This is an optimization exercise on Yosys and OpenROAD, whose aim is small area, a short achievable clock period and few clock cycles per item, not a production implementation. At most, simulation tests tie the RTL to the original design; equivalence was not proved. The RTL of runs 1 and 2 was laid out without a check of its function. Power and IR drop assume default switching activity.

## config.mk

```make
export PLATFORM = sky130hd
export DESIGN_NAME = trickle_interval_timer_unit
export DESIGN_NICKNAME = trickle_interval_timer_unit
export VERILOG_FILES = /design/flow/design.v
export SDC_FILE = /design/flow/constraint.sdc
export NUM_CORES = 4
export LEC_CHECK = 0
export CAP_MARGIN = 20
export CORE_MARGIN = 2
export CORE_UTILIZATION = 40
export CTS_BUF_LIST = sky130_fd_sc_hd__clkbuf_8
export PLACE_DENSITY = 0.6
export SLEW_MARGIN = 20
```

## constraint.sdc

```tcl
create_clock -name core_clock -period 22.0 [get_ports {i_clk}]
set_input_delay 4.4000 -clock core_clock [delete_from_list [all_inputs] [get_ports {i_clk}]]
set_output_delay 4.4000 -clock core_clock [all_outputs]
set_load 0.01 [all_outputs]
```

## design.v

```verilog
`default_nettype none
package trk_tmr_pkg;
    localparam int unsigned EXP_W     = 5;
    localparam int unsigned CNT_W     = 8;
    localparam int unsigned TICK_W    = 22;
    localparam int unsigned HALF_W    = TICK_W - 1;
    localparam int unsigned RAND_W    = 16;
    localparam int unsigned CFG_IDX_W = 2;
    localparam int unsigned CFG_DAT_W = 8;
    localparam int unsigned MAX_EXP_DEF          = 24;
    localparam int unsigned TICKS_PER_SECOND_DEF = 128;
    localparam int unsigned MS_PER_SEC           = 1000;
    localparam int unsigned RAND_TOP             = (1 << RAND_W) - 1;
    localparam logic [TICK_W-1:0] TICK_MAX  = {TICK_W{1'b1}};
    localparam logic [CNT_W-1:0]  COUNT_MAX = {CNT_W{1'b1}};
    localparam logic [EXP_W-1:0] MIN_EXP_RST    = 5'd12;
    localparam logic [EXP_W-1:0] DOUBLINGS_RST  = 5'd8;
    localparam logic [CNT_W-1:0] REDUNDANCY_RST = 8'd10;
    typedef enum logic [1:0] {
        OP_TICK  = 2'd0,
        OP_HEARD = 2'd1,
        OP_RESET = 2'd2,
        OP_START = 2'd3
    } t_op;
    typedef enum logic [2:0] {
        EV_NONE     = 3'd0,
        EV_TRANSMIT = 3'd1,
        EV_SUPPRESS = 3'd2,
        EV_POSTPONE = 3'd3,
        EV_NEW_INTV = 3'd4
    } t_event;
    typedef enum logic [CFG_IDX_W-1:0] {
        CFG_MIN_EXP    = 2'd0,
        CFG_DOUBLINGS  = 2'd1,
        CFG_REDUNDANCY = 2'd2
    } t_cfg_idx;
    typedef struct packed {
        t_op               op;
        logic [RAND_W-1:0] rand_word;
        logic              addr_ready;
    } t_in_item;
    typedef struct packed {
        t_event            event_res;
        logic [EXP_W-1:0]  interval_exp;
        logic [CNT_W-1:0]  consistent_count;
    } t_out_item;
    typedef logic [(1 << EXP_W)-1:0][TICK_W-1:0] t_tick_tbl;
    function automatic t_tick_tbl ticks_table(input int unsigned tps);
        logic [(1 << EXP_W)*TICK_W-1:0] tbl;
        logic [63:0] t;
        for (int e = 0; e < (1 << EXP_W); e++) begin
            t = ((64'd1 << e) * 64'(tps)) / MS_PER_SEC;
            if (t > 64'(TICK_MAX)) begin
                t = 64'(TICK_MAX);
            end
            tbl[e*TICK_W +: TICK_W] = t[TICK_W-1:0];
        end
        ticks_table = tbl;
    endfunction
    function automatic logic [TICK_W-1:0] add22(input logic [TICK_W-1:0] a,
                                                input logic [TICK_W-1:0] b,
                                                input logic              ci);
        logic [TICK_W-1:0] p, g, pp, gg;
        p  = a ^ b;
        g  = a & b;
        pp = p;
        gg = g;
        gg[0] = g[0] | (p[0] & ci);
        for (int i = 1; i <= 5; i++) begin
            for (int j = (1 << i) - 1; j < TICK_W; j = j + (1 << i)) begin
                gg[j] = gg[j] | (pp[j] & gg[j - (1 << (i - 1))]);
                pp[j] = pp[j] & pp[j - (1 << (i - 1))];
            end
        end
        for (int i = 5; i > 0; i--) begin
            for (int j = (1 << i) + (1 << (i - 1)) - 1; j < TICK_W; j = j + (1 << i)) begin
                gg[j] = gg[j] | (pp[j] & gg[j - (1 << (i - 1))]);
                pp[j] = pp[j] & pp[j - (1 << (i - 1))];
            end
        end
        add22 = p ^ {gg[TICK_W-2:0], ci};
    endfunction
    function automatic logic [CNT_W-1:0] inc8(input logic [CNT_W-1:0] x);
        logic c;
        c = 1'b1;
        for (int i = 0; i < CNT_W; i++) begin
            inc8[i] = x[i] ^ c;
            c       = c & x[i];
        end
    endfunction
    function automatic logic [EXP_W-1:0] inc5(input logic [EXP_W-1:0] x);
        logic c;
        c = 1'b1;
        for (int i = 0; i < EXP_W; i++) begin
            inc5[i] = x[i] ^ c;
            c       = c & x[i];
        end
    endfunction
    function automatic logic lt8(input logic [CNT_W-1:0] a, input logic [CNT_W-1:0] b);
        logic l;
        l = 1'b0;
        for (int i = 0; i < CNT_W; i++) begin
            l = (~a[i] & b[i]) | (~(a[i] ^ b[i]) & l);
        end
        lt8 = l;
    endfunction
    function automatic logic lt5(input logic [EXP_W-1:0] a, input logic [EXP_W-1:0] b);
        logic l;
        l = 1'b0;
        for (int i = 0; i < EXP_W; i++) begin
            l = (~a[i] & b[i]) | (~(a[i] ^ b[i]) & l);
        end
        lt5 = l;
    endfunction
    function automatic logic lt6(input logic [5:0] a, input logic [5:0] b);
        logic l;
        l = 1'b0;
        for (int i = 0; i < 6; i++) begin
            l = (~a[i] & b[i]) | (~(a[i] ^ b[i]) & l);
        end
        lt6 = l;
    endfunction
    function automatic logic [6:0] sub7(input logic [6:0] a, input logic [6:0] b);
        logic w;
        w = 1'b0;
        for (int i = 0; i < 7; i++) begin
            sub7[i] = a[i] ^ b[i] ^ w;
            w       = (~a[i] & (b[i] | w)) | (b[i] & w);
        end
    endfunction
    function automatic logic [5:0] add5(input logic [4:0] a, input logic [4:0] b);
        logic c;
        c = 1'b0;
        for (int i = 0; i < 5; i++) begin
            add5[i] = a[i] ^ b[i] ^ c;
            c       = (a[i] & b[i]) | (c & (a[i] ^ b[i]));
        end
        add5[5] = c;
    endfunction
endpackage
`default_nettype wire
`default_nettype none
module trickle_interval_timer_unit #(
    parameter int unsigned TICKS_PER_SECOND = trk_tmr_pkg::TICKS_PER_SECOND_DEF,
    parameter int unsigned MAX_EXP          = trk_tmr_pkg::MAX_EXP_DEF
) (
    input  wire                                  i_clk,
    input  wire                                  i_rst_n,
    input  wire                                  i_in_valid,
    output logic                                 o_in_ready,
    input  wire [18:0]                           i_in,
    output logic                                 o_out_valid,
    input  wire                                  i_out_ready,
    output logic [15:0]                          o_out,
    input  wire                                  i_cfg_valid,
    output logic                                 o_cfg_ready,
    input  wire [trk_tmr_pkg::CFG_IDX_W-1:0]     i_cfg_index,
    input  wire [trk_tmr_pkg::CFG_DAT_W-1:0]     i_cfg_data
);
    localparam int unsigned EXP_W  = trk_tmr_pkg::EXP_W;
    localparam int unsigned CNT_W  = trk_tmr_pkg::CNT_W;
    localparam int unsigned TICK_W = trk_tmr_pkg::TICK_W;
    localparam logic [EXP_W-1:0]  MAX_EXP_V  = EXP_W'(MAX_EXP);
    localparam logic [TICK_W-1:0] POSTPONE_T = TICK_W'(TICKS_PER_SECOND);
    localparam logic [(1 << EXP_W)*TICK_W-1:0] TICK_TBL =
        trk_tmr_pkg::ticks_table(TICKS_PER_SECOND);
    localparam logic [TICK_W-1:0] T_TOP      = TICK_TBL[24*TICK_W +: TICK_W];
    logic [EXP_W-1:0] r_min_exp;
    logic [EXP_W-1:0] r_doublings;
    logic [CNT_W-1:0] r_redundancy;
    logic [EXP_W-1:0] r_ceil;
    logic [EXP_W-1:0]  r_exp;
    logic [CNT_W-1:0]  r_heard;
    logic [2:0]        r_event;
    logic              r_fire_pending;
    logic              r_running;
    logic              r_addr_ok;
    logic [TICK_W-1:0] r_ticks;
    logic [TICK_W-1:0] r_b;
    logic              r_busy;
    logic [4:0]        r_step;
    logic              r_in_ready;
    logic              r_out_valid;
    logic              r_m_valid;
    logic [18:0]       r_m;
    logic              r_s_valid;
    logic [18:0]       r_s;
    assign o_cfg_ready = 1'b1;
    assign o_in_ready  = r_in_ready;
    assign o_out_valid = r_out_valid;
    assign o_out       = {r_event, r_exp, r_heard};
    logic in_xfer, proc, m_load;
    assign in_xfer = i_in_valid && r_in_ready;
    assign proc    = r_m_valid && !r_busy && (!r_out_valid || i_out_ready);
    assign m_load  = proc || !r_m_valid;
    logic [1:0]  op;
    logic [15:0] rnd;
    logic        rdy;
    assign op  = r_m[18:17];
    assign rnd = r_m[16:1];
    assign rdy = r_m[0];
    logic [EXP_W-1:0] eff_min, exp_up;
    always_comb begin
        eff_min = trk_tmr_pkg::lt5(MAX_EXP_V, r_min_exp) ? MAX_EXP_V : r_min_exp;
        exp_up  = trk_tmr_pkg::lt5(r_exp, r_ceil) ? trk_tmr_pkg::inc5(r_exp) : r_exp;
    end
    logic [TICK_W-1:0] h_big;
    logic              t_lsb;
    logic [46:0] c_exp;
    always_comb begin
        c_exp = {25'd0, T_TOP} << r_exp;
        h_big = c_exp[46:25];
        t_lsb = c_exp[24];
    end
    logic       exp_long, b_all1;
    logic [6:0] fire_f, tail_f;
    assign exp_long = r_exp[4] || (r_exp[3] && (r_exp[2] || r_exp[1]));
    assign b_all1   = &r_b[15:0];
    always_comb begin
        case (r_exp)
            5'd4:    fire_f = b_all1 ? 7'd2  : 7'd1;
            5'd5:    fire_f = b_all1 ? 7'd4  : {5'd0, 1'b1, r_b[15]};
            5'd6:    fire_f = b_all1 ? 7'd8  : {4'd0, 1'b1, r_b[15:14]};
            5'd7:    fire_f = b_all1 ? 7'd16 : {3'd0, 1'b1, r_b[15:13]};
            5'd8:    fire_f = b_all1 ? 7'd32 : {2'd0, 1'b1, r_b[15:12]};
            5'd9:    fire_f = b_all1 ? 7'd64 : {1'd0, 1'b1, r_b[15:11]};
            default: fire_f = 7'd0;
        endcase
        tail_f = trk_tmr_pkg::sub7(c_exp[30:24], fire_f);
    end
    logic fold_c;
    assign fold_c = (&r_b[15:6]) && !trk_tmr_pkg::lt6(r_b[21:16], ~r_b[5:0]);
    logic [TICK_W-1:0] add_y, add_s;
    logic              add_ci;
    always_comb begin
        add_y  = {TICK_W{1'b1}};
        add_ci = 1'b0;
        if (r_busy) begin
            if (!r_step[4]) begin
                add_y = r_b[0] ? h_big : '0;
            end else if (r_step == 5'd16) begin
                add_y = {6'd0, r_b[15:0]};
            end else if (r_step == 5'd17) begin
                add_y  = {16'd0, r_b[21:16]};
                add_ci = fold_c;
            end else if (r_step == 5'd18) begin
                add_y = h_big;
            end else begin
                add_y = ~{h_big[TICK_W-2:0], t_lsb};
            end
        end
        add_s = trk_tmr_pkg::add22(r_ticks, add_y, add_ci);
    end
    logic [EXP_W-1:0]  n_exp;
    logic [CNT_W-1:0]  n_heard;
    logic [2:0]        n_event;
    logic              n_fire_pending, n_running, n_addr_ok;
    logic [TICK_W-1:0] n_ticks;
    logic              do_begin;
    logic [EXP_W-1:0]  begin_exp;
    always_comb begin
        n_exp          = r_exp;
        n_heard        = r_heard;
        n_event        = trk_tmr_pkg::EV_NONE;
        n_fire_pending = r_fire_pending;
        n_running      = r_running;
        n_addr_ok      = r_addr_ok;
        n_ticks        = r_ticks;
        do_begin       = 1'b0;
        begin_exp      = eff_min;
        case (op)
            trk_tmr_pkg::OP_TICK: begin
                if (r_running) begin
                    if (r_ticks[TICK_W-1:1] != '0) begin
                        n_ticks = add_s;
                    end else if (!r_addr_ok && !rdy) begin
                        n_ticks = POSTPONE_T;
                        n_event = trk_tmr_pkg::EV_POSTPONE;
                    end else begin
                        n_addr_ok = 1'b1;
                        if (r_fire_pending) begin
                            n_event = trk_tmr_pkg::lt8(r_heard, r_redundancy) ?
                                      trk_tmr_pkg::EV_TRANSMIT : trk_tmr_pkg::EV_SUPPRESS;
                            n_fire_pending = 1'b0;
                            n_ticks = exp_long ? r_b : {15'd0, tail_f};
                        end else begin
                            begin_exp = exp_up;
                            do_begin  = 1'b1;
                        end
                    end
                end
            end
            trk_tmr_pkg::OP_HEARD: begin
                if (r_heard != trk_tmr_pkg::COUNT_MAX) begin
                    n_heard = trk_tmr_pkg::inc8(r_heard);
                end
            end
            trk_tmr_pkg::OP_RESET: begin
                if (trk_tmr_pkg::lt5(eff_min, r_exp)) begin
                    do_begin = 1'b1;
                end
            end
            default: begin
                do_begin = 1'b1;
            end
        endcase
        if (do_begin) begin
            n_exp          = begin_exp;
            n_heard        = '0;
            n_event        = trk_tmr_pkg::EV_NEW_INTV;
            n_fire_pending = 1'b1;
            n_running      = 1'b1;
        end
    end
    logic       r_all1;
    logic [6:0] fire_s;
    assign r_all1 = &rnd;
    always_comb begin
        case (begin_exp)
            5'd4:    fire_s = r_all1 ? 7'd2  : 7'd1;
            5'd5:    fire_s = r_all1 ? 7'd4  : {5'd0, 1'b1, rnd[15]};
            5'd6:    fire_s = r_all1 ? 7'd8  : {4'd0, 1'b1, rnd[15:14]};
            5'd7:    fire_s = r_all1 ? 7'd16 : {3'd0, 1'b1, rnd[15:13]};
            5'd8:    fire_s = r_all1 ? 7'd32 : {2'd0, 1'b1, rnd[15:12]};
            5'd9:    fire_s = r_all1 ? 7'd64 : {1'd0, 1'b1, rnd[15:11]};
            default: fire_s = 7'd0;
        endcase
    end
    logic begin_slow;
    assign begin_slow = begin_exp[4] || (begin_exp[3] && (begin_exp[2] || begin_exp[1]));
    always_ff @(posedge i_clk) begin
        if (!i_rst_n) begin
            r_min_exp    <= trk_tmr_pkg::MIN_EXP_RST;
            r_doublings  <= trk_tmr_pkg::DOUBLINGS_RST;
            r_redundancy <= trk_tmr_pkg::REDUNDANCY_RST;
        end else if (i_cfg_valid) begin
            case (i_cfg_index)
                trk_tmr_pkg::CFG_MIN_EXP:    r_min_exp    <= i_cfg_data[EXP_W-1:0];
                trk_tmr_pkg::CFG_DOUBLINGS:  r_doublings  <= i_cfg_data[EXP_W-1:0];
                trk_tmr_pkg::CFG_REDUNDANCY: r_redundancy <= i_cfg_data[CNT_W-1:0];
                default: begin
                end
            endcase
        end
    end
    logic [EXP_W:0] ceil_sum;
    assign ceil_sum = trk_tmr_pkg::add5(r_min_exp, r_doublings);
    always_ff @(posedge i_clk) begin
        r_ceil <= trk_tmr_pkg::lt5(MAX_EXP_V, ceil_sum[EXP_W-1:0]) || ceil_sum[EXP_W] ?
                  MAX_EXP_V : ceil_sum[EXP_W-1:0];
    end
    always_ff @(posedge i_clk) begin
        if (!i_rst_n) begin
            r_exp          <= '0;
            r_heard        <= '0;
            r_fire_pending <= 1'b0;
            r_running      <= 1'b0;
            r_addr_ok      <= 1'b0;
            r_busy         <= 1'b0;
        end else if (r_busy) begin
            if (r_step == 5'd19) begin
                r_busy <= 1'b0;
            end
        end else if (proc) begin
            r_exp          <= n_exp;
            r_heard        <= n_heard;
            r_fire_pending <= n_fire_pending;
            r_running      <= n_running;
            r_addr_ok      <= n_addr_ok;
            r_busy         <= do_begin && begin_slow;
        end
    end
    always_ff @(posedge i_clk) begin
        if (r_busy) begin
            if (!r_step[4]) begin
                r_ticks <= {1'b0, add_s[TICK_W-1:1]};
                r_b     <= {6'd0, add_s[0], r_b[15:1]};
            end else if (r_step == 5'd16) begin
                r_b     <= add_s;
            end else if (r_step == 5'd19) begin
                r_b     <= ~add_s;
            end else begin
                r_ticks <= add_s;
            end
        end else if (proc) begin
            r_event <= n_event;
            if (do_begin) begin
                r_b     <= {6'd0, rnd};
                r_ticks <= begin_slow ? '0 : {15'd0, fire_s};
            end else begin
                r_ticks <= n_ticks;
            end
        end
    end
    always_ff @(posedge i_clk) begin
        r_step <= r_busy ? trk_tmr_pkg::inc5(r_step) : 5'd0;
    end
    logic s_valid_n, busy_n;
    assign s_valid_n = !m_load && (r_s_valid || in_xfer);
    assign busy_n    = r_busy ? (r_step != 5'd19) : (proc && do_begin && begin_slow);
    always_ff @(posedge i_clk) begin
        if (!i_rst_n) begin
            r_out_valid <= 1'b0;
            r_m_valid   <= 1'b0;
            r_s_valid   <= 1'b0;
            r_in_ready  <= 1'b1;
        end else begin
            if (proc) begin
                r_out_valid <= 1'b1;
            end else if (i_out_ready) begin
                r_out_valid <= 1'b0;
            end
            if (m_load) begin
                r_m_valid <= r_s_valid || in_xfer;
                r_s_valid <= 1'b0;
            end else if (in_xfer) begin
                r_s_valid <= 1'b1;
            end
            r_in_ready <= !s_valid_n && !busy_n;
        end
    end
    always_ff @(posedge i_clk) begin
        if (m_load) begin
            r_m <= r_s_valid ? r_s : i_in;
        end
        if (in_xfer) begin
            r_s <= i_in;
        end
    end
endmodule
`default_nettype wire
```

## flow/run.sh

```bash
#!/bin/bash
# The standard layout (standard.sh: its synthesis, floorplan, placement,
# CTS and routing, with the design's SDC), with two knobs changed:
#  * timing repair keeps a setup margin, so the achieved period is pushed
#    below the design's clock period;
#  * the port buffers are plain buffers instead of the resizer's pick.
# All of make's output goes to make_finish.log in the work folder.
set -euo pipefail
MARGIN=$(awk -v p="$FLOW_PERIOD_NS" 'BEGIN { printf "%.2f", p - 5.6 }')
bash standard.sh "SETUP_SLACK_MARGIN=$MARGIN" \
    "BUFFER_PORTS_ARGS=-buffer_cell sky130_fd_sc_hd__buf_1" finish > make_finish.log 2>&1
```

## standard.sh

```bash
#!/bin/bash
# synth_recipe.tcl (not shown) runs the flow's synth.tcl, then flattens the netlist and writes it again
# the make line also repeats each setting of config.mk as NAME=value (left out here)
make -C /OpenROAD-flow-scripts/flow DESIGN_CONFIG=/design/flow/config.mk WORK_HOME=/design/flow/orfs CLKGATE_MAP_FILE= SYNTH_SCRIPT=/design/flow/synth_recipe.tcl "${@:-finish}"
```

==> metrics.cfg, run 1 <==
[outcome]
status=timing/DRC/antenna clean

[critical_path]
r2r-start=r_exp[1]
reg2reg_setup_slack_ns=16.34
worstSetupEndpoint=o_out[8]
cp-start-kind=register
rr_worst_depth=24
arrival_ns=1.27
crit_path_end_kind=output port
criticalPathCategory=register to output port
rr_endpoint=r_ticks[20]
worstPathMaxFanout=4
cp-startpoint=r_exp[0]
required_ns=17.60

[global_route]
grt_max_degree=69
grt_pass1_wl_mm=45.3
grt.overflow.total=0
grt_pass1_vias=7894
grt_usage_pct=22.3
antenna_found_initial=0

[cells_and_area]
syn2layout_area_growth_pct=16.6
final_cells=1463
diodes=0
final_nets=1242
finalInstanceArea_mm2=0.0115
drive_gt1_share_pct=15.7

[detailed_routing]
vias=8659
drt_iter0_drc=827
wirelength_mm=29.4
drt.antenna.violating_nets=0
firstDrtPassIters=6
via_per_inst=5.92
routedWlPerCell_um=20.1
drc=0

[logic_synthesis]
ys_seq_area_share_pct=35.7
synth.distinct_cells=81
synth_seq_cells=134
syn_inst=1072
synth_warnings=1
synth_edf_count=85
synth.cell_area_mm2=0.00989
yosys.area.top_type=edfxtp_1
yosysTopAreaCellShare_pct=25.8
synth_fp_nets=1188
syn_avg_cell_area_um2=9.22
synthTopCellsByArea=edfxtp_1, dfxtp_1, ha_1
yosys_most_used_dff=edfxtp_1
synthArstFlopShare_pct=0

[clocking]
clkTransAtPathRegs_ns=0.10
htreeDepth=4
numCtsBuffers=17
cts-root-buf=clkbuf_8
clockBufferDepth=2
clock_latency_ns=0.47
cts_tree=built
cts_sinks=134
hold_buffers=0

[floorplanning]
die-area_mm2=0.0260
die_x_um=161
core.rowCount=57
io_pins=53
die_h_um=161
placeableCoreArea_mm2=0.0243
start_util_pct=40.7

[timing]
skew_ns=0.0224
tns_ns=0
slew_viol_final=0
finalCritPeriodShare_pct=25.8
rsz0062_at_grt=yes
fin_crit_ns=5.67
hold_viol=0
slew_headroom_pct=25.5
worst_pin_slew_ns=1.11
finalSetupViolations=0
fmaxAchievable_ghz=0.176

[job]
cap_viol_max_count=0

[worst_hold_path]
hp-class=register to register

[placed_design]
hpwl_mm=20.5
placed_cell_area_mm2=0.0104
io_buffers=51
placed_cells=1391
gp_congestion=0.947

[pwr]
p_leak_nw=4.36
powerDensity_mw_per_mm2=62.0
ir_drop_mv=0.0500

-- layout by cell type, fill, tap and decap left out, drive strengths merged, types with 36 or more instances in the layout --
master / synthesis / layout
a21oi: 73 / 73
dfxtp: 49 / 49
nand2: 108 / 108
o21ai: 64 / 65
mux2i: 36 / 36
inv: 46 / 49
edfxtp: 85 / 85
ha: 61 / 61
buf: 21 / 96
nor2: 85 / 85
-- worst min path at each step --
| stage | startpoint | cells past startpoint | end |
|---|---|---|---|
| after CTS | r_running | 1 | r_running |
| final | r_running | 1 | r_running |
| after detailed placement | r_running | 1 | r_running |
| after floorplan | r_step[0] | 1 | r_step[0] |
| after global placement | r_running | 1 | r_running |
| after global routing | r_running | 1 | r_running |
-- flip-flops by register name (all words and copies together) (netlist names), 8 cells and up --
name and count:
r_b 22, r_heard 8, r_m 19, r_redundancy 8, r_s 19, r_ticks 22
-- worst max-delay path, cell delays in order (launching register included) --
cell and delay [ns]:
dfxtp_4 0.37, buf_4 0.16, buf_4 0.15, clkbuf_2 0.12
-- through the flow --
step / utilization, % / power, W / setup WS (ns) / hold slack (ns)
floorplan: - / 0.000433 / 16.28 / 0.418
global placement: 42.7 / 0.000478 / 15.47 / 0.441
detailed placement: 42.7 / 0.000479 / 15.39 / 0.447
CTS: 46.4 / 0.000704 / 16.31 / 0.468
global route: 47.4 / 0.000748 / 16.02 / 0.502
finish: 47.4 / 0.000715 / 16.33 / 0.468
-- repair_timing --
| action | in CTS | in global routing |
|---|---|---|
| gates cloned | 6 | 0 |
| resized for setup | 48 | 26 |
| endpoints found under the setup margin | 54 | 25 |
| pin swaps | 10 | 30 |
| endpoints found under the hold margin | 0 | 0 |
| setup buffers | 18 | 16 |
-- report_power, final --
group / internal (W) / switching, W
Clock: 0.000103 / 0.000111
Combinational: 0.0000830 / 0.000106
Sequential: 0.000293 / 0.0000192
-- cells by family (layout without fill, tap and decap cells) --
| group | count (synthesis) | in the layout | share of synthesized area [%] |
|---|---|---|---|
| adder cells (fa/ha/maj) | 82 | 82 | 12.0 |
| AND/OR/NAND/NOR | 321 | 321 | 15.8 |
| multiplexers | 63 | 63 | 6.72 |
| flip-flops | 134 | 134 | 35.7 |
| buffers and inverters | 117 | 183 | 4.77 |
| XOR/XNOR | 29 | 29 | 2.57 |
| AO/OA/AOI/OAI | 325 | 326 | 22.4 |
| other | 1 | 1 | 0.0379 |
-- cell type report --
class                      count  area (um^2)
fill                        2321        12800
multi-input combinational    822         6210
sequential                   134         3550
timing repair buffer         103          766
tap                          324          405
clock buffer                  17          234
inverter                      48          190
clock inverter                15          169
-- cell usage after synthesis (all sizes together) (4+ instances only) --
cell and instances:
a21oi 73, xnor2 25, dfxtp 49, nor3b 6, inv 46, a22o 7, nand3 25, a221oi 7
nand2 108, nor2b 18, o211ai 21, buf 21, o31ai 5, clkbuf 48, nand2b 8, nand4 10
a22oi 22, or3 6, edfxtp 85, a31oi 8, nor4 6, nor3 18, xor2 4, ha 61
a21o 19, o21bai 4, nor2 85, o22ai 16, fa 21, a221o 6, a21boi 17, o21ai 64
a2111oi 6, o221ai 14, mux2 27, mux2i 36, and2 15, o21a 12
-- metal layers --
metal / vias to the layer above / track usage, % / part of all wire [%]
met1: 4141 / 32.1 / 44
met5: - / 0 / 0
met4: 0 / 5.72 / 2.1
met3: 49 / 3.24 / 7.5
li1: 4082 / - / -
met2: 387 / 35.5 / 46
==> run 2: changes to the inputs <==
--- a/config.mk
+++ b/config.mk
@@ -9,5 +9,5 @@
 export CORE_MARGIN = 2
-export CORE_UTILIZATION = 40
+export CORE_UTILIZATION = 50
 export CTS_BUF_LIST = sky130_fd_sc_hd__clkbuf_8
-export PLACE_DENSITY = 0.6
+export PLACE_DENSITY = 0.65
 export SLEW_MARGIN = 20
==> run 2 against run 1 <==
- design area decreased by 0.14%
- via count shrank 1.2%
- synthesized area unchanged
- core utilization grew 12 points
- global-route usage grew 6.0 points
- synthesized cell count is the same
- sequential share of layout area up 0.065 points
- combinational power barely moved
- hold slack got worse by 0.0097 ns
==> metrics.cfg, run 2 <==
[detailed_routing]
firstDrtPassIters=7
drt.antenna.violating_nets=0
via_per_inst=6.10
routedWlPerCell_um=20.6
drc=0
drt_iter0_drc=798
wirelength_mm=28.8
vias=8559

[logic_synthesis]
synth_edf_count=85
ys_seq_area_share_pct=35.7
syn_avg_cell_area_um2=9.22
yosys_most_used_dff=edfxtp_1
synth_fp_nets=1188
yosysTopAreaCellShare_pct=25.8
synth.cell_area_mm2=0.00989
synth_top_family_by_area=compound AO/OA/AOI/OAI gates
syn_inst=1072
synth_xor_area_share_pct=2.57
synthTopCellsByArea=edfxtp_1, dfxtp_1, ha_1
synthArstFlopShare_pct=0
yosys.area.top_type=edfxtp_1
synth_most_common_cell=nand2_1
synth_seq_cells=134
synth-adder-area-share_pct=12.0
synth_compound_area_share_pct=22.4
synth.distinct_cells=81
synth_common_cells=nand2_1, edfxtp_1, nor2_1
synth_simple_gate_area_share_pct=15.8
synthMuxAreaShare_pct=6.72
synth_warnings=1

[timing]
finalCritPeriodShare_pct=25.6
slew_headroom_pct=27.3
fin_crit_ns=5.63
rsz0062_at_grt=yes
fmaxAchievable_ghz=0.178
finalSetupViolations=0
slew_viol_final=0
hold_viol=0
worst_pin_slew_ns=1.09
tns_ns=0
skew_ns=0.0265
whs_ns=0.458

[critical_path]
slowest_delay_ns=0.51
r2r-start=r_step[4]
critPathSlowestCell=a2111oi_4
crit_family=compound AO/OA/AOI/OAI gates
cp-startpoint=r_step[4]
crit_buf_inv=1
path_cells=buf_12, nor3b_4, and2_1, mux2_2, a211oi_1, a21oi_1, o221ai_1, ha_1, a2111oi_4, o31ai_4, a2111oi_4, o311ai_4, a21o_1, a21o_1, fa_2, xor2_2, xnor2_2, o21ai_1, o2bb2ai_1
worstPathMaxFanout=30
crit_path_end_kind=register
arrival_ns=5.83
cp-start-kind=register
criticalPathCategory=register to register
required_ns=22.20

[global_route]
antenna_found_initial=0
grt_pass1_wl_mm=44.9
grt_usage_pct=28.4
grt_pass1_vias=8067
grt_max_degree=70
grt.overflow.total=0

[placed_design]
io_buffers=51
gp_congestion=0.929
placed_cells=1330
hpwl_mm=20.0

[pwr]
pwr-share-comb_pct=26.3
netSwitchingPower_w=0.000226
power_frac_seq_pct=43.0
p_leak_nw=4.39
sw_frac_of_total_pct=31.3
powerDensity_mw_per_mm2=62.8
total_power_w=0.000723
ir_drop_mv=0.0516
p_int_w=0.000497
p_clk_share_pct=30.7

[clocking]
cts_tree=built
clkTransAtPathRegs_ns=0.09
cts_sinks=134
numCtsBuffers=17
cts-root-buf=clkbuf_8
htreeDepth=4
clock_latency_ns=0.46
clockBufferDepth=2
hold_buffers=0

[floorplanning]
die-area_mm2=0.0209
core.rowCount=51
die_h_um=145
start_util_pct=50.8
io_pins=53
die_x_um=145
placeableCoreArea_mm2=0.0195

[cells_and_area]
drive_gt1_share_pct=15.8
final_cells=1403
layout_common_cells=nand2_1, edfxtp_1, nor2_1
final_nets=1241
syn2layout_area_growth_pct=16.4
diodes=0
largestRegisters=r_b (22), r_ticks (22)
final_common_cell=nand2_1

[job]
cap_viol_max_count=0

[worst_hold_path]
hp-start=r_running
hp-class=register to register

[outcome]
status=timing/DRC/antenna clean

run 2: cell counts after synthesis:
Identical to the previous run, type by type.
run 2: repair_timing:
item / in CTS / in global routing
buffers inserted: 20 / 15
pin swaps: 22 / 17
resized for setup: 56 / 30
setup endpoints to repair: 54 / 27
gates cloned: 5 / 1
run 2: kinds of logic (layout without fill, tap and decap cells):
logic type / Yosys count / in the layout
AO/OA/AOI/OAI: 325 / 326
XOR/XNOR: 29 / 29
adder cells (fa/ha/maj): 82 / 82
buffers and inverters: 117 / 182
flip-flops: 134 / 134
multiplexers: 63 / 63
other: 1 / 1
AND/OR/NAND/NOR: 321 / 321
run 2: layer usage:
layer,up-vias,routed length (um),global-route usage (%)
li1,4073,-,-
met1,3977,12800,40.9
met3,75,2340,4.80
met5,-,0,0
met4,0,929,10.1
met2,434,12800,43.1
run 2: final cells by class:
class / count / area, um^2
fill: 1681 / 7950
tap: 265 / 332
clock buffer: 17 / 234
clock inverter: 15 / 188
inverter: 48 / 195
timing repair buffer: 102 / 777
sequential: 134 / 3550
multi-input combinational: 822 / 6230
run 2: power groups by stage:
stage / sequential, W / combinational (W) / clock, W
finish: 0.000311 / 0.000190 / 0.000222
global route: 0.000313 / 0.000209 / 0.000236
CTS: 0.000310 / 0.000176 / 0.000226
detailed placement: 0.000316 / 0.000165 / 0
global placement: 0.000315 / 0.000163 / 0
floorplan: 0.000308 / 0.000126 / 0
run 2: final timing paths:
path              slack, ns  cells after the start          end
setup / recovery      16.37                     19  r_ticks[20]
hold / removal         0.46                      1    r_running
setup reg to reg      16.37                     19  r_ticks[20]
hold reg to reg        0.46                      1    r_running
run 2: stage by stage:
stage / worst slack [ns] / cell area [um^2] / utilization, %
after floorplan: 16.28 / 9990 / -
after global placement: 15.48 / 10300 / 52.9
after global routing: 16.13 / 11500 / 59.2
final: 16.37 / 11500 / 59.2
after CTS: 16.36 / 11200 / 57.7
after detailed placement: 15.40 / 10300 / 52.9
==> run 3: changes to the inputs <==
--- a/design.v
+++ b/design.v
@@ -215,3 +215,5 @@
     logic       exp_long, b_all1;
-    logic [6:0] fire_f, tail_f;
+    logic [4:0] s_top;
+    logic [3:0] s_inc;
+    logic [6:0] tail_f;
     assign exp_long = r_exp[4] || (r_exp[3] && (r_exp[2] || r_exp[1]));
@@ -219,12 +221,19 @@
     always_comb begin
+        s_top = r_b[15:11];
+        s_inc = ~s_top[4:1];
         case (r_exp)
-            5'd4:    fire_f = b_all1 ? 7'd2  : 7'd1;
-            5'd5:    fire_f = b_all1 ? 7'd4  : {5'd0, 1'b1, r_b[15]};
-            5'd6:    fire_f = b_all1 ? 7'd8  : {4'd0, 1'b1, r_b[15:14]};
-            5'd7:    fire_f = b_all1 ? 7'd16 : {3'd0, 1'b1, r_b[15:13]};
-            5'd8:    fire_f = b_all1 ? 7'd32 : {2'd0, 1'b1, r_b[15:12]};
-            5'd9:    fire_f = b_all1 ? 7'd64 : {1'd0, 1'b1, r_b[15:11]};
-            default: fire_f = 7'd0;
+            5'd3, 5'd4: tail_f = {6'd0, !(b_all1 && r_exp[2])};
+            5'd5: tail_f = b_all1 ? 7'd0 : {5'd0, r_b[15] == 1'b0, r_b[15]};
+            5'd6: tail_f = b_all1 ? 7'd0 :
+                           {4'd0, r_b[15:14] == 2'd0, r_b[15] ^ r_b[14], r_b[14]};
+            5'd7: tail_f = b_all1 ? 7'd0 :
+                           {3'd0, r_b[15:13] == 3'd0, r_b[15] ^ (|r_b[14:13]),
+                            r_b[14] ^ r_b[13], r_b[13]};
+            5'd8: tail_f = b_all1 ? 7'd0 :
+                           {2'd0, r_b[15:12] == 4'd0, r_b[15] ^ (|r_b[14:12]),
+                            r_b[14] ^ (|r_b[13:12]), r_b[13] ^ r_b[12], r_b[12]};
+            5'd9: tail_f = b_all1 ? 7'd1 :
+                           {1'b0, trk_tmr_pkg::inc5({1'b0, s_inc}), ~s_top[0]};
+            default: tail_f = 7'd0;
         endcase
-        tail_f = trk_tmr_pkg::sub7(c_exp[30:24], fire_f);
     end
==> flow/run.sh (replaced) <==
#!/bin/bash
# The standard layout (standard.sh: its synthesis, floorplan, placement,
# CTS and routing, with the design's SDC), with three knobs changed:
#  * timing repair keeps a setup margin, so the achieved period is pushed
#    below the design's clock period;
#  * the port buffers are plain buffers instead of the resizer's pick;
#  * clock tree synthesis inserts no dummy loads (same buffers and clustering
#    limits as the standard run otherwise).
# All of make's output goes to make_finish.log in the work folder.
set -euo pipefail
MARGIN=$(awk -v p="$FLOW_PERIOD_NS" 'BEGIN { printf "%.2f", p - 5.7 }')
bash standard.sh "SETUP_SLACK_MARGIN=$MARGIN" \
    "BUFFER_PORTS_ARGS=-buffer_cell sky130_fd_sc_hd__buf_1" \
    "CTS_ARGS=-sink_clustering_enable -repair_clock_nets -buf_list sky130_fd_sc_hd__clkbuf_8 -sink_clustering_size 30 -sink_clustering_max_diameter 100 -dont_use_dummy_load" \
    finish > make_finish.log 2>&1
==> run 3 against run 2 <==
- combinational power is 4% lower
- cell count down 2.6%
- register-to-register slack improved by 0.13 ns
- count of clock-buffer cells in the layout is the same
- fmax is 0.85% lower
- first-iteration DRC count increased by 29%
- die area down 1.3%
- core utilization down 4.0 points
- via count rose by 0.99%
- global-route usage decreased by 0.26 points
- sequential share of layout area up 2.3 points
- sequential cell count did not move
- critical path type is now input pin to register
- largest cell class unchanged
- largest power group unchanged
==> metrics.cfg, run 3 <==
[logic_synthesis]
synth_most_common_cell=nand2_1
yosysTopAreaCellShare_pct=26.2
synth_edf_count=85
synthTopCellsByArea=edfxtp_1, dfxtp_1, ha_1
synth.distinct_cells=82
synth_seq_cells=134
yosys_most_used_dff=edfxtp_1
synth_warnings=1
syn_inst=1078
yosys.area.top_type=edfxtp_1
synth_fp_nets=1194
synthArstFlopShare_pct=0
synth.cell_area_mm2=0.00976
synth_common_cells=nand2_1, nor2_1, edfxtp_1
syn_avg_cell_area_um2=9.05
ys_seq_area_share_pct=36.2

[critical_path]
critPathSlowestCell=o21ai_4
crit_family=simple AND/OR/NAND/NOR gates
criticalPathCategory=input pin to register
path_cells=buf_1, nand2b_1, nand3_1, inv_2, nand2_2, o21ai_4
crit_path_end_kind=register
cp-start-kind=input pin
required_ns=22.05
reg2reg_setup_slack_ns=16.50
crit_buf_inv=2
arrival_ns=5.73
worstPathMaxFanout=22
slowest_delay_ns=0.41

[global_route]
grt_util_met2_pct=41.3
grt_pass1_wl_mm=44.3
grt_pass1_vias=7815
grt_usage_pct=28.1
grt.overflow.total=0
grt_use_met3_pct=4.33
grt-busiest-layer=met1
grt_use_met1_pct=42.3
antenna_found_initial=0
grt_max_degree=64

[detailed_routing]
routedWlPerCell_um=21.0
wirelength_mm=28.8
vias=8644
via_per_inst=6.32
firstDrtPassIters=8
drt.antenna.violating_nets=0
drc=0
drt_iter0_drc=1033

[timing]
finalCritPeriodShare_pct=25.8
fin_crit_ns=5.68
whs_ns=0.464
rsz0062_at_grt=yes
finalSetupViolations=0
slew_viol_final=0
hold_viol=0
skew_ns=0.0495
tns_ns=0
fmaxAchievable_ghz=0.176
worst_pin_slew_ns=1.16
slew_headroom_pct=22.7

[cells_and_area]
syn2layout_area_growth_pct=9.38
largestRegisters=r_b (22), r_ticks (22)
final_nets=1220
drive_gt1_share_pct=10.7
nFillCells=1803
layout_common_cells=nand2_1, nor2_1, edfxtp_1
diodes=0

[worst_hold_path]
hp-class=register to register

[pwr]
p_int_w=0.000436
p_clk_share_pct=23.4
sw_frac_of_total_pct=32.7
pwr-share-comb_pct=28.1
ir_drop_mv=0.0483
netSwitchingPower_w=0.000212
p_leak_nw=3.94
powerDensity_mw_per_mm2=60.8
power_frac_seq_pct=48.4

[clocking]
numCtsBuffers=17
clkTransAtPathRegs_ns=0.07
cts_sinks=134
cts-root-buf=clkbuf_8
hold_buffers=0
cts_tree=built
clockBufferDepth=2
htreeDepth=4
clock_latency_ns=0.46

[floorplanning]
die_x_um=144
io_pins=53
placeableCoreArea_mm2=0.0193
start_util_pct=50.5
core.rowCount=51
die-area_mm2=0.0206
die_h_um=144

[job]
cap_viol_max_count=0

[placed_design]
gp_congestion=0.955
hpwl_mm=21.1
io_buffers=51

[outcome]
status=timing/DRC/antenna clean

run 3: cell count changes in the layout (fill, tap and decap cells not counted), sizes merged, moves of 8 or more:
cell / previous run / this run
clkinv: 9 / 1
a21boi: 17 / 2
buf: 93 / 73
nor2b: 18 / 7
and3: 2 / 11
a21oi: 73 / 82
nor2: 85 / 95
nand2: 108 / 100
run 3: cells by family (layout without fill, tap and decap cells):
kind of cell / after synthesis / after routing / share of synthesized area (%)
fa+ha+maj: 82 / 82 / 11.7
simple gates: 339 / 339 / 16.9
xor+xnor: 23 / 23 / 2.06
mux: 54 / 54 / 6.02
flops: 134 / 134 / 36.2
compound gates: 330 / 330 / 22.4
other cells: 1 / 1 / 0.0384
buf+inv: 115 / 139 / 4.54
run 3: layout make-up:
class,instances,area [um^2],area share [%]
flip-flops and latches,134,3540,33.2
inverters,48,195,1.83
well taps,265,332,3.11
clock buffers,17,234,2.19
repair buffers,74,405,3.80
multi-input cells,829,5960,55.9
run 3: stage by stage:
stage                     util, %  total power [W]  instances  instance area [um^2]  setup slack, ns
final                        55.2         0.000648       1367                 10700            16.32
after detailed placement     52.4         0.000486       1340                 10100            15.58
after global placement       52.4         0.000485       1340                 10100            15.77
after CTS                    54.0         0.000639       1358                 10400            16.29
after global routing         55.2         0.000680       1367                 10700            16.19
after floorplan                 -         0.000436       1078                  9770            16.30
run 3: what timing repair did:
item | in CTS | in global routing
pin swaps | 1 | 17
endpoints found under the hold margin | 0 | 0
endpoints found under the setup margin | 52 | 53
setup buffers | 1 | 9
gates cloned | 0 | 0
resized for setup | 17 | 44
run 3: path summary, 6_finish.rpt:
check,start,end,cells after the start
max,i_out_ready,r_b[18],6
max reg2reg,r_exp[1],r_ticks[21],24
min reg2reg,r_running,r_running,2
min,r_running,r_running,2
run 3: power groups by stage:
stage               clock network, W  registers (W)  logic (W)
finish                      0.000152       0.000314   0.000182
global route                0.000164       0.000315   0.000201
CTS                         0.000154       0.000313   0.000172
detailed placement                 0       0.000319   0.000167
global placement                   0       0.000318   0.000166
floorplan                          0       0.000310   0.000126
run 3: tightest hold or removal path: stages (launching register included):
cell and delay [ns]:
dfxtp_1 0.32, nor2_1 0.04, nor2_1 0.07
run 3: metal layers:
layer	up-vias	wire length (um)
met2	417	12500
met4	0	807
met1	4084	13100
li1	4082	-
met3	61	2320
met5	-	0
Testbench counts of run 3, summed over its fixed seeds: cycles 32,136, ops 32,000.
==> run 4: changes to the inputs <==
--- a/flow/run.sh
+++ b/flow/run.sh
@@ -10,3 +10,3 @@
 set -euo pipefail
-MARGIN=$(awk -v p="$FLOW_PERIOD_NS" 'BEGIN { printf "%.2f", p - 5.7 }')
+MARGIN=$(awk -v p="$FLOW_PERIOD_NS" 'BEGIN { printf "%.2f", p - 5.6 }')
 bash standard.sh "SETUP_SLACK_MARGIN=$MARGIN" \
==> run 4 against run 3 <==
- still clean
- non-clock buffer count is 12 higher
- synthesized area stayed put
- first-iteration DRC count rose by 5.1%
- die area unchanged
- cell count rose by 0.95%
- highest routed layer unchanged
==> metrics.cfg, run 4 <==
[outcome]
status=timing/DRC/antenna clean

[clocking]
numCtsBuffers=17
cts-root-buf=clkbuf_8
cts_sinks=134
clock_latency_ns=0.45
clockBufferDepth=2
htreeDepth=4
clkTransAtPathRegs_ns=0.06
cts_tree=built

[critical_path]
path_cells=buf_1, nand2b_1, nand3_2, inv_2, nand2_2, o21ai_4
slowest_delay_ns=0.41
worstPathMaxFanout=22
arrival_ns=5.62
r2r-start=r_exp[0]
criticalPathCategory=input pin to register
rr_worst_depth=25
critPathSlowestCell=o21ai_4
crit_path_end_kind=register
cp-start-kind=input pin
cp-startpoint=i_out_ready
required_ns=22.05
rr_endpoint=r_ticks[20]
reg2reg_setup_slack_ns=16.58

[timing]
fin_crit_ns=5.57
finalSetupViolations=0
skew_ns=0.0327
tns_ns=0
worst_slack_ns=16.43
worst_pin_slew_ns=1.01
slew_viol_final=0
finalCritPeriodShare_pct=25.3
hold_viol=0
slew_headroom_pct=31.6
rsz0062_at_grt=yes
fmaxAchievable_ghz=0.180

[cells_and_area]
nFillCells=1742
multiInputGateArea_mm2=0.00598
drive_gt1_share_pct=12.3
seqCellArea_mm2=0.00355
final_nets=1233
largestRegisters=r_b (22), r_ticks (22)
final_cells=1380
layout_common_cells=nand2_1, nor2_1, edfxtp_1
diodes=0
syn2layout_area_growth_pct=11.4
final_common_cell=nand2_1

[floorplanning]
die_x_um=144
die-area_mm2=0.0206
io_pins=53
start_util_pct=50.5
placeableCoreArea_mm2=0.0193
die_h_um=144
core.rowCount=51

[worst_hold_path]
whs_endpoint=r_step[0]
hp-class=register to register
hold_depth=1
hp-start=r_step[0]

[detailed_routing]
routedWlPerCell_um=20.9
vias=8694
drc=0
firstDrtPassIters=5
via_per_inst=6.30
wirelength_mm=28.8
drt.antenna.violating_nets=0
drt_iter0_drc=1086

[global_route]
grt.overflow.total=0
grt_max_degree=59
grt_pass1_wl_mm=43.9
antenna_found_initial=0
grt_pass1_vias=7822
grt_usage_pct=27.8

[pwr]
p_leak_nw=4.03
p_int_w=0.000439
netSwitchingPower_w=0.000211
p_clk_share_pct=23.2
pwr-share-comb_pct=28.6
powerDensity_mw_per_mm2=59.9
ir_drop_mv=0.0478
total_power_w=0.000650
power_frac_seq_pct=48.2
sw_frac_of_total_pct=32.5

[placed_design]
io_buffers=51
dp_slack_ns=15.59
placed_cells=1338
hpwl_mm=20.1
gp_congestion=0.945

[logic_synthesis]
synth_edf_count=85
yosys_most_used_dff=edfxtp_1
synth_fp_nets=1194
yosysTopAreaCellShare_pct=26.2
syn_avg_cell_area_um2=9.05
synth.cell_area_mm2=0.00976
ys_seq_area_share_pct=36.2
synth_common_cells=nand2_1, nor2_1, edfxtp_1
synth.distinct_cells=82
yosys.area.top_type=edfxtp_1
synth_warnings=1
synthArstFlopShare_pct=0
synth_most_common_cell=nand2_1
synthTopCellsByArea=edfxtp_1, dfxtp_1, ha_1
synth_seq_cells=134
syn_inst=1078

[job]
cap_viol_max_count=0

[run 4: cell count changes in the layout (fill, tap and decap cells not counted), moves of 2 or more]
cell        delta
clkinvlp_4     +3
ha_2           +2
dfxtp_1        -3
bufbuf_16      +3
buf_1          -2
buf_8          -2
inv_2          -2
buf_4         +12
nand2_2        -2
dfxtp_4        +2
[run 4: how the worst max path moves through the flow]
stage,endpoint,slack (ns),cells after the start
floorplan,r_b[0],16.40,6
global placement,r_ticks[20],15.73,24
detailed placement,r_ticks[20],15.59,24
CTS,o_out[11],16.40,2
global route,r_ticks[17],16.31,23
finish,r_b[21],16.43,6
[run 4: cell families after synthesis]
family                     count (synthesis)  synth area share [%]
muxes                                     54                  6.02
adders and majority gates                 82                  11.7
DFF                                      134                  36.2
and+or+nand+nor                          339                  16.9
AOI/OAI and AO/OA                        330                  22.4
xor gates and xnor gates                  23                  2.06
buffers and inverters                    115                  4.54
other                                      1                0.0384
[run 4: routing by layer]
metal  vias to the layer above  track usage, %  share of wire (%)
met5                         -               0                  0
met4                         0            8.15                1.8
met3                        56            4.67                8.5
met2                       439            42.0                 45
met1                      4103            41.0                 45
li1                       4096               -                  -
[run 4: layout make-up]
type                            count  share of cell area, %
Clock buffer                       17                   2.15
Inverter                           48                   1.77
Multi-Input combinational cell    829                   55.0
Sequential cell                   134                   32.7
Tap cell                          265                   3.05
Timing Repair Buffer               86                   5.24
Timing Repair inverter              1                 0.0461
[run 4: repair_timing]
item,CTS,global route
cloned,3,1
hold buffers,0,0
endpoints found under the setup margin,32,45
gates resized for setup,37,23
pin swaps,6,21
buffers inserted,7,14
endpoints found under the hold margin,0,0
[run 4: per-stage QoR]
stage | util (%) | hold slack (ns) | cell area (um^2)
floorplan | - | 0.431 | 9790
CTS | 55.1 | 0.485 | 10600
detailed placement | 52.4 | 0.471 | 10100
finish | 56.2 | 0.479 | 10900
global route | 56.2 | 0.525 | 10900
global placement | 52.4 | 0.444 | 10100
[run 4: critical path: cells and delay by family]
family,cells,cell delay [ns]
simple gates,3,0.58
buf+inv,2,0.21
compound gates,1,0.41
[run 4: power by group through the flow]
stage	clock, W	combinational [W]	sequential [W]
after CTS	0.000156	0.000173	0.000313
after floorplan	0	0.000127	0.000310
after global routing	0.000164	0.000204	0.000315
after detailed placement	0	0.000166	0.000318
after global placement	0	0.000163	0.000318
final	0.000151	0.000186	0.000314
==> run 5: changes to the inputs <==
--- a/config.mk
+++ b/config.mk
@@ -9,5 +9,5 @@
 export CORE_MARGIN = 2
-export CORE_UTILIZATION = 50
+export CORE_UTILIZATION = 45
 export CTS_BUF_LIST = sky130_fd_sc_hd__clkbuf_8
-export PLACE_DENSITY = 0.65
+export PLACE_DENSITY = 0.62
 export SLEW_MARGIN = 20
==> run 5 against run 4 <==
- clock skew increased by 0.012 ns
- cell count increased by 0.51%
- highest routed layer unchanged
- sequential share of layout area about the same
- count of clock-buffer cells in the layout unchanged
- still clean
- largest cell class unchanged
- combinational power about the same
- routed wire length increased by 3.0%
==> metrics.cfg, run 5 <==
[outcome]
status=timing/DRC/antenna clean

[placed_design]
io_buffers=51
hpwl_mm=20.9
gp_congestion=0.926

[critical_path]
worstPathMaxFanout=18
crit_family=flip-flops
required_ns=17.60
crit_buf_inv=2
critPathSlowestCell=dfxtp_2
slowest_delay_ns=0.40
criticalPathCategory=register to output port
path_cells=buf_12, buf_2
crit_path_end_kind=output port
cp-start-kind=register
arrival_ns=1.16

[logic_synthesis]
syn_avg_cell_area_um2=9.05
yosys_most_used_dff=edfxtp_1
synth.distinct_cells=82
synth_most_common_cell=nand2_1
synth_edf_count=85
synth.cell_area_mm2=0.00976
synthTopCellsByArea=edfxtp_1, dfxtp_1, ha_1
yosysTopAreaCellShare_pct=26.2
synthArstFlopShare_pct=0
yosys.area.top_type=edfxtp_1
synth_warnings=1
syn_inst=1078
synth_seq_cells=134
synth_common_cells=nand2_1, nor2_1, edfxtp_1
synth_fp_nets=1194
ys_seq_area_share_pct=36.2

[global_route]
grt.overflow.total=0
grt_max_degree=48
grt_pass1_vias=7989
antenna_found_initial=0
grt_usage_pct=26.0
grt_pass1_wl_mm=45.3

[clocking]
numCtsBuffers=17
cts-root-buf=clkbuf_8
cts_sinks=134
htreeDepth=4
hold_buffers=0
clockBufferDepth=2
cts_tree=built
clkTransAtPathRegs_ns=0.08
clock_latency_ns=0.46

[timing]
rsz0062_at_grt=yes
worst_pin_slew_ns=1.03
slew_headroom_pct=30.5
tns_ns=0
hold_viol=0
slew_viol_final=0
finalCritPeriodShare_pct=25.3
fin_crit_ns=5.56
finalSetupViolations=0
fmaxAchievable_ghz=0.180
skew_ns=0.0448

[cells_and_area]
nFillCells=1957
largestRegisters=r_b (22), r_ticks (22)
drive_gt1_share_pct=12.2
layout_common_cells=nand2_1, nor2_1, edfxtp_1
diodes=0
syn2layout_area_growth_pct=11.3
final_nets=1230
final_common_cell=nand2_1
utilization_pct=51.3

[floorplanning]
placeableCoreArea_mm2=0.0212
die_x_um=151
die_h_um=151
die-area_mm2=0.0229
core.rowCount=53
start_util_pct=46.1
io_pins=53

[pwr]
total_power_w=0.000655
ir_drop_mv=0.0434
powerDensity_mw_per_mm2=60.4
p_leak_nw=4.02

[detailed_routing]
vias=8688
drt.antenna.violating_nets=0
firstDrtPassIters=7
routedWlPerCell_um=21.4
wirelength_mm=29.7
drt_iter0_drc=791
via_per_inst=6.26
drc=0

[worst_hold_path]
hp-class=register to register

[job]
cap_viol_max_count=0

-- run 5: cell types whose count changed in the layout (fill, tap and decap cells not counted), moves of 3 or more --
cell,change
buf_4,-5
inv_2,+3
o21ai_0,+3
o21ai_1,-3
-- run 5: tightest hold or removal path: stages (launching register included) --
cell     delay (ns)
dfxtp_1        0.33
nor2_1         0.04
nor2_1         0.07
-- run 5: layer usage --
| layer | wire, um | part of all wire [%] | GRT usage [%] | vias up |
|---|---|---|---|---|
| li1 | - | - | - | 4087 |
| met1 | 13500 | 45 | 37.2 | 4177 |
| met2 | 13300 | 45 | 39.1 | 363 |
| met3 | 2090 | 7.0 | 4.61 | 61 |
| met4 | 855 | 2.9 | 9.67 | 0 |
| met5 | 0 | 0 | 0 | - |
-- run 5: final timing paths --
kind,start,end,slack (ns),depth (start not counted)
worst max-delay path,r_exp[4],o_out[12],16.44,2
worst max register to register,r_exp[0],r_ticks[20],16.63,23
worst min register to register,r_running,r_running,0.46,2
worst min-delay path,r_running,r_running,0.46,2
-- run 5: final cells by class --
class | count | area, um^2 | area share (%)
clock buffers | 17 | 234 | 2.16
inverters | 48 | 189 | 1.74
multi-input cells | 830 | 5980 | 55.1
flip-flops and latches | 134 | 3550 | 32.7
well taps | 275 | 344 | 3.17
repair buffers | 82 | 552 | 5.08
repair inverters | 1 | 7.51 | 0.0692
-- run 5: cells by family (layout without fill, tap and decap cells) --
family                   after synthesis  after routing  share of synthesized area [%]
AND/OR/NAND/NOR                      339            339                           16.9
flip-flops                           134            134                           36.2
other                                  1              1                         0.0384
buffers and inverters                115            148                           4.54
multiplexers                          54             54                           6.02
XOR/XNOR                              23             23                           2.06
AO/OA/AOI/OAI                        330            331                           22.4
adder cells (fa/ha/maj)               82             82                           11.7
-- run 5: metrics by stage --
step	hold slack [ns]	setup WS, ns	std cells	cell area (um^2)
3_3_place_gp	0.443	15.74	1350	10100
5_1_grt	0.512	16.34	1387	10900
4_1_cts	0.470	16.42	1376	10600
3_5_place_dp	0.455	15.60	1350	10100
2_1_floorplan	0.431	16.40	1078	9790
6_report	0.465	16.44	1387	10900
-- run 5: report_power, final --
group / switching [W] / internal (W) / leakage (nW)
sequential: 0.0000204 / 0.000295 / 1.22
clock: 0.0000865 / 0.0000680 / 0.122
combinational: 0.000108 / 0.0000778 / 2.68
-- run 5: what timing repair did --
| item | CTS | global route |
|---|---|---|
| endpoints found under the hold margin | 0 | 0 |
| setup endpoints to repair | 32 | 76 |
| gates resized for setup | 37 | 21 |
| pin swaps | 4 | 17 |
| buffers inserted | 6 | 9 |
| gates cloned | 3 | 2 |
==> run 6: changes to the inputs <==
--- a/flow/run.sh
+++ b/flow/run.sh
@@ -10,3 +10,3 @@
 set -euo pipefail
-MARGIN=$(awk -v p="$FLOW_PERIOD_NS" 'BEGIN { printf "%.2f", p - 5.6 }')
+MARGIN=$(awk -v p="$FLOW_PERIOD_NS" 'BEGIN { printf "%.2f", p - 5.5 }')
 bash standard.sh "SETUP_SLACK_MARGIN=$MARGIN" \
==> run 6 against run 5 <==
- critical path depth increased by 2
- first-iteration DRC count grew 15%
- hold slack better by 0.016 ns
- largest power group unchanged
==> metrics.cfg, run 6 <==
[logic_synthesis]
synth_simple_gate_area_share_pct=16.9
synth_edf_count=85
synthArstFlopShare_pct=0
yosys.area.top_type=edfxtp_1
syn_avg_cell_area_um2=9.05
synth_most_common_cell=nand2_1
synth_seq_cells=134
yosysTopAreaCellShare_pct=26.2
synth_xor_area_share_pct=2.06
syn_inst=1078
synth_fp_nets=1194
synth.cell_area_mm2=0.00976
synth_top_family_by_area=compound AO/OA/AOI/OAI gates
synthMuxAreaShare_pct=6.02
ys_seq_area_share_pct=36.2
yosys_most_used_dff=edfxtp_1
synth.distinct_cells=82
synth-adder-area-share_pct=11.7
synthTopCellsByArea=edfxtp_1, dfxtp_1, ha_1
synth_common_cells=nand2_1, nor2_1, edfxtp_1
synth_compound_area_share_pct=22.4
synth_warnings=1

[critical_path]
crit_path_end_kind=register
arrival_ns=5.81
cp-start-kind=input pin
worstPathMaxFanout=16
slowest_delay_ns=0.54
critPathSlowestCell=clkinvlp_4
criticalPathCategory=input pin to register
crit_family=buffers and inverters
path_cells=buf_1, clkinvlp_4, nor3_1, a21oi_1
crit_buf_inv=2
required_ns=22.34

[detailed_routing]
via_per_inst=6.22
firstDrtPassIters=6
drc=0
vias=8700
drt.antenna.violating_nets=0
wirelength_mm=29.4
drt_iter0_drc=912
routedWlPerCell_um=21.1

[floorplanning]
io_pins=53
start_util_pct=46.1
core.rowCount=53
die-area_mm2=0.0229
die_h_um=151
placeableCoreArea_mm2=0.0212
die_x_um=151

[cells_and_area]
multiInputGateArea_mm2=0.00603
final_nets=1241
nFillCells=1935
syn2layout_area_growth_pct=13.5
drive_gt1_share_pct=14.7
layout_common_cells=nand2_1, nor2_1, edfxtp_1
largestRegisters=r_b (22), r_ticks (22)
seqCellArea_mm2=0.00356
final_common_cell=nand2_1
diodes=0

[clocking]
clockBufferDepth=2
cts_sinks=134
htreeDepth=4
cts-root-buf=clkbuf_8
clkTransAtPathRegs_ns=0.10
hold_buffers=0
cts_tree=built
numCtsBuffers=17
clock_latency_ns=0.47

[placed_design]
gp_congestion=0.972
io_buffers=51
hpwl_mm=20.7

[global_route]
grt_max_degree=63
antenna_found_initial=0
grt_pass1_wl_mm=45.9
grt_usage_pct=26.3
grt_pass1_vias=7990
grt.overflow.total=0

[worst_hold_path]
hp-class=register to register

[timing]
skew_ns=0.0504
finalCritPeriodShare_pct=24.8
hold_viol=0
tns_ns=0
fin_crit_ns=5.47
slew_viol_final=0
slew_headroom_pct=31.4
rsz0062_at_grt=yes
worst_pin_slew_ns=1.03
fmaxAchievable_ghz=0.183
whs_ns=0.480
finalSetupViolations=0

[pwr]
total_power_w=0.000656
p_leak_nw=4.14
powerDensity_mw_per_mm2=59.3
ir_drop_mv=0.0448

[outcome]
status=timing/DRC/antenna clean

[job]
cap_viol_max_count=0

[run 6: power by group]
part	internal (W)	switching, W	leakage, nW	total (W)
Combinational	0.0000797	0.000109	2.80	0.000188
Clock	0.0000679	0.0000854	0.122	0.000153
Sequential	0.000294	0.0000200	1.23	0.000314
[run 6: path summary, 6_finish.rpt]
path	from	endpoint	slack, ns	cells after the start
worst min-delay path	r_step[0]	r_step[0]	0.48	1
worst max register to register	r_exp[0]	r_ticks[20]	16.73	24
worst max-delay path	i_rst_n	r_in_ready	16.53	4
worst min register to register	r_step[0]	r_step[0]	0.48	1
[run 6: cells by family (layout without fill, tap and decap cells)]
logic type      Yosys count  after routing
fa+ha+maj                82             82
buf+inv                 115            160
xor+xnor                 23             23
compound gates          330            330
simple gates            339            339
flops                   134            134
mux                      54             54
other cells               1              1
[run 6: stage by stage]
stage	instance area (um^2)	setup slack, ns	util (%)	instances
2_1_floorplan	9820	16.48	-	1078
3_3_place_gp	10200	15.87	48.1	1351
3_5_place_dp	10200	15.75	48.1	1351
4_1_cts	10800	16.48	51.1	1382
5_1_grt	11100	16.40	52.3	1398
6_report	11100	16.53	52.3	1398
[run 6: repair_timing]
item                       CTS  global route
setup endpoints to repair   36            63
pin swaps                    6            23
resized for setup           52            35
gates cloned                 5             1
buffers inserted             9            15
[run 6: final cells by class]
cell class	instances	area share [%]
multi-input combinational	829	54.5
inverter	48	1.73
sequential	134	32.2
tap	275	3.11
timing repair buffer	94	6.36
timing repair inverter	1	0.0678
clock buffer	17	2.11
[run 6: per-layer routing]
metal / up-vias / share of wire (%) / global-route usage (%)
li1: 4111 / - / -
met1: 4118 / 46 / 37.8
met2: 407 / 44 / 39.0
met3: 64 / 8.1 / 6.45
met4: 0 / 2.5 / 8.08
met5: - / 0 / 0

[afterwards: timing with drivers on the ports]
The flow's constraints put no driver on any port. The routed layouts listed below were extracted and timed again, unchanged, in two steps.
Step 1, drivers: a clkbuf_16 drives i_clk and a buf_2 each remaining input, both assumed.
Step 2 moves the port delays by t, midway between the first and last clock arrival at a register: inputs arrive t later, outputs are due t later. That takes back most of the time a late clock gives input paths.
Three values: no drivers, after step 1, after step 2; two values: the first two.
| run | t (ns) | setup WS [ns] | worst setup path at the end |
|---|---|---|---|
| run 1 | 0.499 | 16.330 / 16.285 / 16.065 | input to register |
| run 2 | 0.481 | 16.368 / 16.368 / 16.096 | input to register |
| run 3 | 0.478 | 16.320 / 16.330 / 15.861 | input to register |
| run 4 | 0.479 | 16.433 / 16.426 / 15.972 | input to register |
| run 5 | 0.480 | 16.440 / 16.398 / 16.022 | input to register |
| run 6 | 0.488 | 16.533 / 16.497 / 16.063 | input to register |
After both steps every run listed still meets setup and hold. For run 6, which loses most, drivers alone change the setup slack by -0.036 ns; drivers and shift together by -0.470 ns.
